Source: an optimization exercise on an open RTL-to-GDS flow (aim: small area). Production flows keep margins and buffers that such runs may drop.
No functional check of the RTL was part of any run shown here.
No activity file was given, so power comes from the tool's default toggle rates.

===== design.v =====
`default_nettype none
module apb_slave_mem #(
    parameter int DATA_WIDTH  = 16,
    parameter int ADDR_WIDTH  = 16,
    parameter int DEPTH       = 256,
    parameter int BASE_ADDR   = 0,
    parameter int WAIT_CYCLES = 2
) (
    input  logic                  i_PCLK,
    input  logic                  i_PRESETn,
    input  logic [ADDR_WIDTH-1:0] i_PADDR,
    input  logic                  i_PSEL,
    input  logic                  i_PENABLE,
    input  logic                  i_PWRITE,
    input  logic [DATA_WIDTH-1:0] i_PWDATA,
    output logic                  o_PREADY,
    output logic [DATA_WIDTH-1:0] o_PRDATA,
    output logic                  o_PSLVERR
);
    localparam int c_IDX_W = (DEPTH > 1) ? $clog2(DEPTH) : 1;
    localparam int c_LO_W  = c_IDX_W / 2;
    localparam int c_HI_W  = c_IDX_W - c_LO_W;
    localparam logic [ADDR_WIDTH:0] c_BASE_EXT  = (ADDR_WIDTH+1)'(BASE_ADDR);
    localparam logic [ADDR_WIDTH:0] c_DEPTH_EXT = (ADDR_WIDTH+1)'(DEPTH);
    logic                    w_setup;
    logic [ADDR_WIDTH:0]     w_diff;
    logic                    w_err_new;
    logic [c_IDX_W-1:0]      w_idx_new;
    assign w_setup   = i_PSEL && !i_PENABLE;
    assign w_diff    = {1'b0, i_PADDR} - c_BASE_EXT;
    assign w_err_new = ({1'b0, i_PADDR} < c_BASE_EXT) || (w_diff >= c_DEPTH_EXT);
    assign w_idx_new = w_diff[c_IDX_W-1:0];
    logic r_pready_q, r_pslverr_q, r_rd_q, r_we_q;
    always_ff @(posedge i_PCLK or negedge i_PRESETn) begin
        if (!i_PRESETn) begin
            r_pready_q  <= 1'b0;
            r_pslverr_q <= 1'b0;
            r_rd_q      <= 1'b0;
            r_we_q      <= 1'b0;
        end else begin
            r_pready_q  <= w_setup;
            r_pslverr_q <= w_setup && w_err_new;
            r_rd_q      <= w_setup && !w_err_new && !i_PWRITE;
            r_we_q      <= w_setup && !w_err_new && i_PWRITE;
        end
    end
    logic [c_IDX_W-1:0]    r_idx_q;
    logic [DATA_WIDTH-1:0] r_wdata_q;
    always_ff @(posedge i_PCLK) begin
        r_idx_q   <= w_idx_new;
        r_wdata_q <= i_PWDATA;
    end
    localparam int c_NLO = 1 << c_LO_W;
    localparam int c_NHI = 1 << c_HI_W;
    logic [c_NLO-1:0] w_wlo_n, w_rlo_n;
    logic [c_NHI-1:0] w_hi_n;
    apb_mem_predec #(.N(c_LO_W)) u_wlo (
        .i_en (r_we_q && i_PSEL),
        .i_idx(r_idx_q[c_LO_W-1:0]),
        .o_sel_n(w_wlo_n)
    );
    apb_mem_predec #(.N(c_LO_W)) u_rlo (
        .i_en (r_rd_q),
        .i_idx(r_idx_q[c_LO_W-1:0]),
        .o_sel_n(w_rlo_n)
    );
    apb_mem_predec #(.N(c_HI_W)) u_hi (
        .i_en (1'b1),
        .i_idx(r_idx_q[c_IDX_W-1:c_LO_W]),
        .o_sel_n(w_hi_n)
    );
    logic [DEPTH*DATA_WIDTH-1:0] r_mem_q, w_mem_d;
    logic [DEPTH-1:0]            w_load, w_keep, w_rsel;
    for (genvar i = 0; i < DEPTH; i++) begin : g_word
        apb_mem_wdec u_wdec (
            .i_lo_n(w_wlo_n[i % c_NLO]),
            .i_hi_n(w_hi_n[i / c_NLO]),
            .o_load(w_load[i]),
            .o_keep(w_keep[i])
        );
        apb_mem_nor2 u_rdec (
            .a(w_rlo_n[i % c_NLO]),
            .b(w_hi_n[i / c_NLO]),
            .y(w_rsel[i])
        );
        for (genvar b = 0; b < DATA_WIDTH; b++) begin : g_bit
            apb_mem_hold u_hold (
                .q   (r_mem_q[i*DATA_WIDTH+b]),
                .keep(w_keep[i]),
                .d   (r_wdata_q[b]),
                .load(w_load[i]),
                .y   (w_mem_d[i*DATA_WIDTH+b])
            );
        end
    end
    always_ff @(posedge i_PCLK) begin
        r_mem_q <= w_mem_d;
    end
    logic [DATA_WIDTH-1:0] w_rd;
    for (genvar b = 0; b < DATA_WIDTH; b++) begin : g_bit
        logic [DEPTH-1:0] w_col;
        for (genvar i = 0; i < DEPTH; i++) begin : g_col
            assign w_col[i] = r_mem_q[i*DATA_WIDTH+b];
        end
        apb_mem_ormux #(.DEPTH(DEPTH)) u_mux (
            .i_d  (w_col),
            .i_sel(w_rsel),
            .o_q  (w_rd[b])
        );
    end
    assign o_PREADY  = r_pready_q;
    assign o_PRDATA  = w_rd;
    assign o_PSLVERR = r_pslverr_q;
endmodule
module apb_mem_predec #(
    parameter int N = 4
) (
    input  logic              i_en,
    input  logic [N-1:0]      i_idx,
    output logic [(1<<N)-1:0] o_sel_n
);
    always_comb begin
        for (int i = 0; i < (1 << N); i++) begin
            o_sel_n[i] = !(i_en && (i_idx == N'(i)));
        end
    end
endmodule
module apb_mem_wdec (
    input  logic i_lo_n,
    input  logic i_hi_n,
    output logic o_load,
    output logic o_keep
);
    assign o_load = ~(i_lo_n | i_hi_n);
    assign o_keep = ~o_load;
endmodule
module apb_mem_nor2 (
    input  logic a,
    input  logic b,
    output logic y
);
    assign y = ~(a | b);
endmodule
module apb_mem_hold (
    input  logic q,
    input  logic keep,
    input  logic d,
    input  logic load,
    output logic y
);
    assign y = (q & keep) | (d & load);
endmodule
module apb_mem_ormux #(
    parameter int DEPTH = 256
) (
    input  logic [DEPTH-1:0] i_d,
    input  logic [DEPTH-1:0] i_sel,
    output logic             o_q
);
    localparam int c_G3 = DEPTH / 3;
    localparam int c_R  = DEPTH - 3 * c_G3;
    localparam int c_G  = c_G3 + (c_R != 0 ? 1 : 0);
    logic [c_G-1:0] w_n;
    for (genvar g = 0; g < c_G3; g++) begin : g_aoi
        apb_mem_aoi222 u_aoi (
            .a0(i_d[3*g]),   .s0(i_sel[3*g]),
            .a1(i_d[3*g+1]), .s1(i_sel[3*g+1]),
            .a2(i_d[3*g+2]), .s2(i_sel[3*g+2]),
            .y (w_n[g])
        );
    end
    if (c_R == 1) begin : g_r1
        assign w_n[c_G3] = ~(i_d[DEPTH-1] & i_sel[DEPTH-1]);
    end else if (c_R == 2) begin : g_r2
        assign w_n[c_G3] = ~((i_d[DEPTH-2] & i_sel[DEPTH-2]) |
                             (i_d[DEPTH-1] & i_sel[DEPTH-1]));
    end
    assign o_q = ~&w_n;
endmodule
module apb_mem_aoi222 (
    input  logic a0, s0, a1, s1, a2, s2,
    output logic y
);
    assign y = ~((a0 & s0) | (a1 & s1) | (a2 & s2));
endmodule
`default_nettype wire
`default_nettype none
module apb_mem_top (
    input  logic        i_PCLK,
    input  logic        i_PRESETn,
    input  logic [15:0] i_PADDR,
    input  logic        i_PSEL,
    input  logic        i_PENABLE,
    input  logic        i_PWRITE,
    input  logic [15:0] i_PWDATA,
    output logic        o_PREADY,
    output logic [15:0] o_PRDATA,
    output logic        o_PSLVERR
);
    apb_slave_mem #(
        .DATA_WIDTH (16),
        .ADDR_WIDTH (16),
        .DEPTH      (256),
        .BASE_ADDR  (16'h0100),
        .WAIT_CYCLES(2)
    ) u_mem (
        .i_PCLK   (i_PCLK),
        .i_PRESETn(i_PRESETn),
        .i_PADDR  (i_PADDR),
        .i_PSEL   (i_PSEL),
        .i_PENABLE(i_PENABLE),
        .i_PWRITE (i_PWRITE),
        .i_PWDATA (i_PWDATA),
        .o_PREADY (o_PREADY),
        .o_PRDATA (o_PRDATA),
        .o_PSLVERR(o_PSLVERR)
    );
endmodule
`default_nettype wire

===== run.sh =====
#!/bin/bash
# synth_recipe.tcl (not shown) runs the flow's synth.tcl, then flattens the netlist and writes it again
# the make line also repeats each setting of config.mk as NAME=value (left out here)
make -C /OpenROAD-flow-scripts/flow DESIGN_CONFIG=/design/flow/config.mk WORK_HOME=/design/flow/orfs CLKGATE_MAP_FILE= SYNTH_SCRIPT=/design/flow/synth_recipe.tcl finish

===== config.mk =====
export PLATFORM = sky130hd
export DESIGN_NAME = apb_mem_top
export DESIGN_NICKNAME = apb_mem_top
export VERILOG_FILES = /design/flow/design.v
export SDC_FILE = /design/flow/constraint.sdc
export NUM_CORES = 4
export LEC_CHECK = 0
export CAP_MARGIN = 20
export CORE_MARGIN = 2
export CORE_UTILIZATION = 50
export SLEW_MARGIN = 20
export SYNTH_HIERARCHICAL = 1
export SYNTH_MEMORY_MAX_BITS = 8192

===== constraint.sdc =====
create_clock -name core_clock -period 10.0 [get_ports {i_PCLK}]
set_input_delay 2.0000 -clock core_clock [delete_from_list [all_inputs] [get_ports {i_PCLK}]]
set_output_delay 2.0000 -clock core_clock [all_outputs]
set_load 0.01 [all_outputs]

==> flow_metrics.tcl, run 1 <==
set metrics [dict create \
    status "timing/DRC/antenna clean" \
    wl_per_cell_um 35.17 \
    power_uw 33270 \
    drc 0 \
    fin_skew_ns 0.03348 \
    synthArstFlopShare_pct 0.09699 \
    hold_class "flop to flop" \
    routed_wl_mm 557.1 \
    clock_latency_ns 0.98 \
    avgSynthCellArea_um2 12.77 \
    maxCapViolCount 0 \
    finalInstanceArea_um2 162800 \
    cts_buffers 416 \
    clk_pin_slew_ns 0.06 \
    post-route-min-period_ns 9.498 \
    gr-max-usage-layer "met2" \
    path_class "flop to output port" \
    peakVddDrop_mv 0.1511 \
    die-area_um2 282600 \
    min-delay-start "u_mem.r_mem_q[1028]" \
    fin_tns_setup_ns 0 \
    critical_path_peak_fanout 16 \
    grt_max_degree 132 \
    nets 11830 \
    worstPathArrival_ns 7.50 \
    num_rows 193 \
    ys_ff_latch 4124 \
    critPathCaptureType "output port" \
    required_ns 8.00 \
    synth.area.top_cells "dfxtp_1 (59%), a22o_1 (26%), a222oi_1 (9.8%), nand4_1 (1.5%), nor2_1 (1.4%)" \
    grt_pass1_wl_mm 794.9 \
    drtIter0Drc 22650 \
    yosysUniqueCellTypes 29 \
    syn_area_um2 139200 \
    grt-ovfl-total 0 \
    synth-edff-count 0 \
    synthFlopType "dfxtp_1" \
    rsz0062_at_grt "false" \
    pwr_density_cell_nw_per_um2 204.3 \
    synth_area_leader_cell "dfxtp_1" \
    worstMarginPinSlew_ns 1.276 \
    place_congestion 0.9495 \
    grtUsageMet3_pct 7.859 \
    rr_startpoint "u_mem.r_idx_q[1]" \
    crit_path_start "u_mem.r_idx_q[3]" \
    portBuffers 54 \
    final_max_slew_viol_count 0 \
    max_stage_delay_ns 1.14 \
    ioPinCount 55 \
    use_met2_pct 54.10 \
    hpwl_mm 341.3 \
    coreArea_um2 276700 \
    slew_headroom_pct 14.12 \
    worstPathCellList "nor2_1 > nand2_2 > nor2_1 > a222oi_1 > nand4_1 > or4_1 > a2111oi_2 > nand4_1 > clkdlybuf4s50_1" \
    seq_area_frac_synth_pct 59.33 \
    die_h_um 531.6 \
    cts-hold-fix-buffers 0 \
    cts_setup_buffers 0 \
    crit_slowest_cell "a2111oi_2" \
    area_delta_synth_final_pct 16.99 \
    drive_gt1_share_pct 11.44 \
    leakage_uw 0.06011 \
    cts_resized 0 \
    synth_top_area_share_pct 59.26 \
    cts.path.max_buffers 4 \
    antenna_found_initial 26 \
    htree_levels 5 \
    detail-route-antenna-nets 0 \
    die_w_um 531.6 \
    yosysWarningCount 8 \
    fmax_ghz 0.1053 \
    synthCells 10900 \
    setup_violations 0 \
    root_buffer "clkbuf_16" \
    post-route-period-util_pct 94.98 \
    start_kind "flop" \
    clkSinkCount 4124 \
    viasPerCell 7.518 \
    crit_family "simple AND/OR/NAND/NOR gates" \
    cts_tree "built" \
    grt_pass1_vias 110600 \
    grt_usage_pct 36.96 \
    first_pass_iters 20 \
    vias 119100 \
    grtUsageMet1_pct 51.59 \
    initial_core_util_pct 50.30 \
    path_buf_inv 1 \
    placed_area_um2 148200 \
    hold_viol 0 \
]
==> per-layer routing <==
layer | routed length [um] | part of all wire, % | vias up
met5 | 81 | 0.015 | -
met4 | 27980 | 5.0 | 12
met3 | 59640 | 11 | 1119
met2 | 241000 | 43 | 7800
met1 | 228500 | 41 | 60340
li1 | - | - | 49830
==> cell type report <==
class / instances / area (um^2)
Clock inverter: 148 / 1891
Tap cell: 3705 / 4636
Antenna cell: 11 / 27.53
Multi-Input combinational cell: 6779 / 57440
Sequential cell: 4124 / 82640
Fill cell: 22520 / 113900
Clock buffer: 609 / 12440
Inverter: 2 / 7.507
Timing Repair Buffer: 464 / 3762
==> where the power goes <==
| part | internal [uW] | switching (uW) |
|---|---|---|
| logic | 39.1 | 393 |
| clock network | 9640 | 6700 |
| registers | 16400 | 72.3 |
==> cell usage after synthesis, types with 2 or more instances <==
cell type / instances
dfxtp_1: 4120
a22o_1: 4096
a222oi_1: 1360
nor2_1: 517
nand4_1: 336
or2_1: 256
nand2_1: 53
nor4_1: 51
or4_1: 32
and4_1: 17
a2111oi_2: 16
nand3_1: 12
and2b_2: 6
and3b_1: 6
dfrtp_1: 4
and3_1: 3
nor3b_2: 3
ha_1: 2
inv_1: 2
==> path summary, 6_finish.rpt <==
kind	end	slack (ns)	cells after the start
hold reg to reg	u_mem.r_mem_q[1028]	0.48	1
setup / recovery	o_PRDATA[1]	0.50	9
hold / removal	u_mem.r_mem_q[1028]	0.48	1
max in group asynchronous	u_mem.r_pslverr_q	8.48	1
min in group asynchronous	u_mem.r_rd_q	1.30	1
setup reg to reg	u_mem.r_mem_q[3802]	6.40	5
==> registers in the layout (all words and copies together), names as in the netlist <==
signal / flops
u_mem.r_pslverr_q: 1
u_mem.r_mem_q: 4096
u_mem.r_pready_q: 1
u_mem.r_wdata_q: 16
u_mem.r_we_q: 1
u_mem.r_idx_q: 8
u_mem.r_rd_q: 1
==> cell families (layout without fill, tap and decap cells) <==
logic type	Yosys count	in the layout	synth area share, %
flip-flops	4124	4124	59.33
buffers and inverters	2	1223	0.005396
AND/OR/NAND/NOR	1298	1298	4.900
AO/OA/AOI/OAI	5473	5473	35.73
XOR/XNOR	2	2	0.01259
other	1	15	0.002694
adder cells (fa/ha/maj)	2	2	0.01798
==> layout by cell type, fill, tap and decap left out, types with 4 or more instances in the layout <==
master	netlist	routed
dfrtp_1	4	4
conb_1	1	4
clkinvlp_4	0	16
clkbuf_1	0	78
or2_1	256	256
nand2_4	0	4
buf_4	0	397
nand4_1	336	336
clkbuf_8	0	101
a222oi_1	1360	1360
dfxtp_4	0	16
diode_2	0	11
nor2_2	0	192
nor4_1	51	36
clkinv_2	0	77
a22o_1	4096	4096
dfxtp_1	4120	4104
clkinv_8	0	4
clkdlybuf4s50_1	0	54
and2b_2	6	6
bufinv_16	0	40
inv_6	0	6
nand3_2	0	9
and3b_1	6	6
a2111oi_2	16	13
nor2_1	517	324
nand2_2	0	32
nand2_1	53	17
clkbuf_16	0	430
and4_1	17	17
buf_12	0	9
nor4_2	0	14
or4_1	32	32
==> modules after synthesis, one instance, submodules excluded, a selection <==
module	times used	area, um^2	cells
apb_mem_wdec	256	10.01	2
apb_mem_nor2	256	3.754	1
apb_mem_hold	4096	8.758	1
apb_mem_aoi222	1360	10.01	1
==> per-stage QoR <==
step,cells,setup WS [ns],util [%],hold slack [ns]
6_report,15840,0.5016,58.84,0.4840
5_1_grt,15830,0.8099,58.83,0.4911
4_1_cts,15830,0.7348,58.72,0.4853
3_5_place_dp,15070,1.760,53.54,0.4698
3_3_place_gp,15060,1.581,53.38,0.4651
2_1_floorplan,10910,4.777,-,0.4553
==> run 2, diff against run 1 <==
--- a/config.mk
+++ b/config.mk
@@ -7,7 +7,9 @@
 export LEC_CHECK = 0
 export CAP_MARGIN = 20
 export CORE_MARGIN = 2
-export CORE_UTILIZATION = 50
+export CORE_UTILIZATION = 70
+export CTS_CLUSTER_DIAMETER = 100
+export CTS_CLUSTER_SIZE = 30
 export SLEW_MARGIN = 20
 export SYNTH_HIERARCHICAL = 1
 export SYNTH_MEMORY_MAX_BITS = 8192
==> flow_metrics.tcl, run 2 <==
set metrics [dict create \
    seq_area_frac_synth_pct 59.33 \
    grt_pass1_wl_mm 737.9 \
    setup_violations 0 \
    area_delta_synth_final_pct 8.422 \
    reg.largest.list "u_mem.r_mem_q x4096, u_mem.r_wdata_q x16, u_mem.r_idx_q x8" \
    post-route-min-period_ns 9.144 \
    final_max_slew_viol_count 0 \
    ioPinCount 55 \
    yosysWarningCount 8 \
    status "timing/DRC/antenna clean" \
    vias 120800 \
    wl_met2_mm 212.7 \
    die_h_um 449.9 \
    fin_tns_setup_ns 0 \
    nets 11520 \
    start_kind "flop" \
    slew_headroom_pct 13.35 \
    synth_area_leader_cell "dfxtp_1" \
    fmax_ghz 0.1094 \
    yosysUniqueCellTypes 29 \
    rsz0062_at_grt "false" \
    worstPathCellList "nor2_1 > nand2_2 > nor2_1 > a222oi_1 > nand4_1 > or4_1 > a2111oi_2 > nand4_1 > clkdlybuf4s50_1" \
    num_rows 163 \
    worstMarginPinSlew_ns 1.295 \
    synthFlopType "dfxtp_1" \
    maxCapViolCount 0 \
    avgSynthCellArea_um2 12.77 \
    first_pass_iters 22 \
    critPathCaptureType "output port" \
    drive_gt1_share_pct 7.209 \
    pwr_density_cell_nw_per_um2 164.7 \
    required_ns 8.00 \
    grt_usage_pct 47.24 \
    cts-hold-fix-buffers 0 \
    syn_area_um2 139200 \
    cts.path.max_buffers 3 \
    final_common_cell "dfxtp_1" \
    grt-ovfl-total 0 \
    synth-edff-count 0 \
    hold_slack_ns 0.4947 \
    coreArea_um2 197400 \
    initial_core_util_pct 70.50 \
    cts_tree "built" \
    crit_slowest_cell "a2111oi_2" \
    peakVddDrop_mv 0.2220 \
    root_buffer "clkbuf_16" \
    max_stage_delay_ns 0.94 \
    die_w_um 449.9 \
    die-area_um2 202400 \
    synthTopCellsByCount "dfxtp_1 (4120), a22o_1 (4096), a222oi_1 (1360)" \
    wl_per_cell_um 35.82 \
    post-route-period-util_pct 91.44 \
    wl_met1_mm 181.0 \
    portBuffers 54 \
    path_class "flop to output port" \
    topRoutingLayerUsed "met5" \
    largest_reg_flops 4096 \
    grt_max_degree 137 \
    top_register "u_mem.r_mem_q" \
    place_congestion 1.014 \
    placed_area_um2 146100 \
    detail-route-antenna-nets 0 \
    crit_family "simple AND/OR/NAND/NOR gates" \
    leakage_uw 0.05477 \
    worstPathArrival_ns 7.14 \
    fin_skew_ns 0.04631 \
    drtIter0Drc 27980 \
    layout_common_cells "dfxtp_1 (4104), a22o_1 (4096), a222oi_1 (1360)" \
    clock_latency_ns 0.91 \
    finalInstanceArea_um2 150900 \
    hpwl_mm 315.6 \
    clkSinkCount 4124 \
    routed-wl-met3_mm 76.44 \
    routed_wl_mm 507.1 \
    cts_resized 0 \
    synthCells 10900 \
    drc 0 \
    grt_pass1_vias 110700 \
    synth_top_area_share_pct 59.26 \
    antenna_found_initial 38 \
    path_buf_inv 1 \
    post-synth-top-count-cell "dfxtp_1" \
    clk_pin_slew_ns 0.11 \
    htree_levels 4 \
    hold_class "flop to flop" \
    synthArstFlopShare_pct 0.09699 \
    cts_setup_buffers 0 \
    cts_buffers 155 \
    viasPerCell 8.531 \
    synth.area.top_cells "dfxtp_1 (59%), a22o_1 (26%), a222oi_1 (9.8%), nand4_1 (1.5%), nor2_1 (1.4%)" \
    critical_path_peak_fanout 48 \
    ys_ff_latch 4124 \
    hold_viol 0 \
]
==> run 2: cell counts after synthesis <==
Identical to the previous run, type by type.
==> run 2: cells by family after synthesis <==
| logic type | share of synthesized area, % |
|---|---|
| flip-flops | 59.33 |
| AO/OA/AOI/OAI | 35.73 |
| buffers and inverters | 0.005396 |
| adder cells (fa/ha/maj) | 0.01798 |
| AND/OR/NAND/NOR | 4.900 |
| other | 0.002694 |
| XOR/XNOR | 0.01259 |
==> run 2: power breakdown <==
part | internal (uW) | switching (uW) | total [uW]
sequential | 16400 | 69.7 | 16500
combinational | 35.4 | 371 | 407
clock | 3030 | 4930 | 7960
total | 19500 | 5370 | 24900
==> run 2: cell type report <==
cell class,instances,area (um^2)
diodes,17,42.54
clock buffers,174,4163
clock inverters,7,96.34
fillers,12980,46510
inverters,2,7.507
multi-input cells,6779,57350
flip-flops and latches,4124,82640
well taps,2640,3303
repair buffers,414,3314
==> run 2: layer usage <==
layer / vias up / GRT usage (%)
li1: 48880 / -
met1: 59330 / 62.94
met2: 10700 / 67.30
met3: 1839 / 14.46
met4: 36 / 28.73
met5: - / 0
==> run 2: metrics by stage <==
step	util [%]	worst slack (ns)	instances	power, uW
3_3_place_gp	73.88	2.068	13940	17230
5_1_grt	76.43	0.9280	14140	25380
2_1_floorplan	-	4.777	10910	16980
4_1_cts	76.17	1.050	14130	24760
3_5_place_dp	74.01	2.000	13950	17240
6_report	76.44	0.8564	14160	24860
==> run 2: Yosys stat by module (local to each module, per instance), excerpt <==
module,cells,flops+latches
apb_mem_hold,1,0
apb_mem_wdec,2,0
apb_mem_nor2,1,0
apb_mem_aoi222,1,0
==> run 2: path summary, 6_finish.rpt <==
path / start / end / slack (ns) / cells after the start
min in group asynchronous: i_PRESETn / u_mem.r_rd_q / 1.35 / 1
hold / removal: u_mem.r_mem_q[426] / u_mem.r_mem_q[426] / 0.49 / 1
setup reg to reg: u_mem.r_idx_q[3] / u_mem.r_mem_q[962] / 6.54 / 5
hold reg to reg: u_mem.r_mem_q[426] / u_mem.r_mem_q[426] / 0.49 / 1
setup / recovery: u_mem.r_idx_q[7] / o_PRDATA[11] / 0.86 / 9
max in group asynchronous: i_PRESETn / u_mem.r_we_q / 8.41 / 1

-- re-timing with driven ports --
The results above use ideal ports. As a check the final layouts listed here were re-extracted and re-timed, cells and wires unchanged.
Step 1: set_driving_cell puts a clkbuf_16 on i_PCLK and a buf_2 on each other input, an assumption about the parent block.
Step 2, shift: input delay + t, output delay - t, t = (earliest + latest rising clock arrival at the registers) / 2. This alone moves slack from input paths to output paths.
a / b / c = ideal ports / drivers / drivers and shift; a / b = the first two.
run	t (ns)	setup WS [ns]	worst setup path at the end	cell pins on the clock port's net
run 1	1.067	0.502 / 0.393 / 1.460	register to output	1
run 2	0.976	0.856 / 0.761 / 1.737	register to output	1
After both steps setup and hold are still met in every run listed.
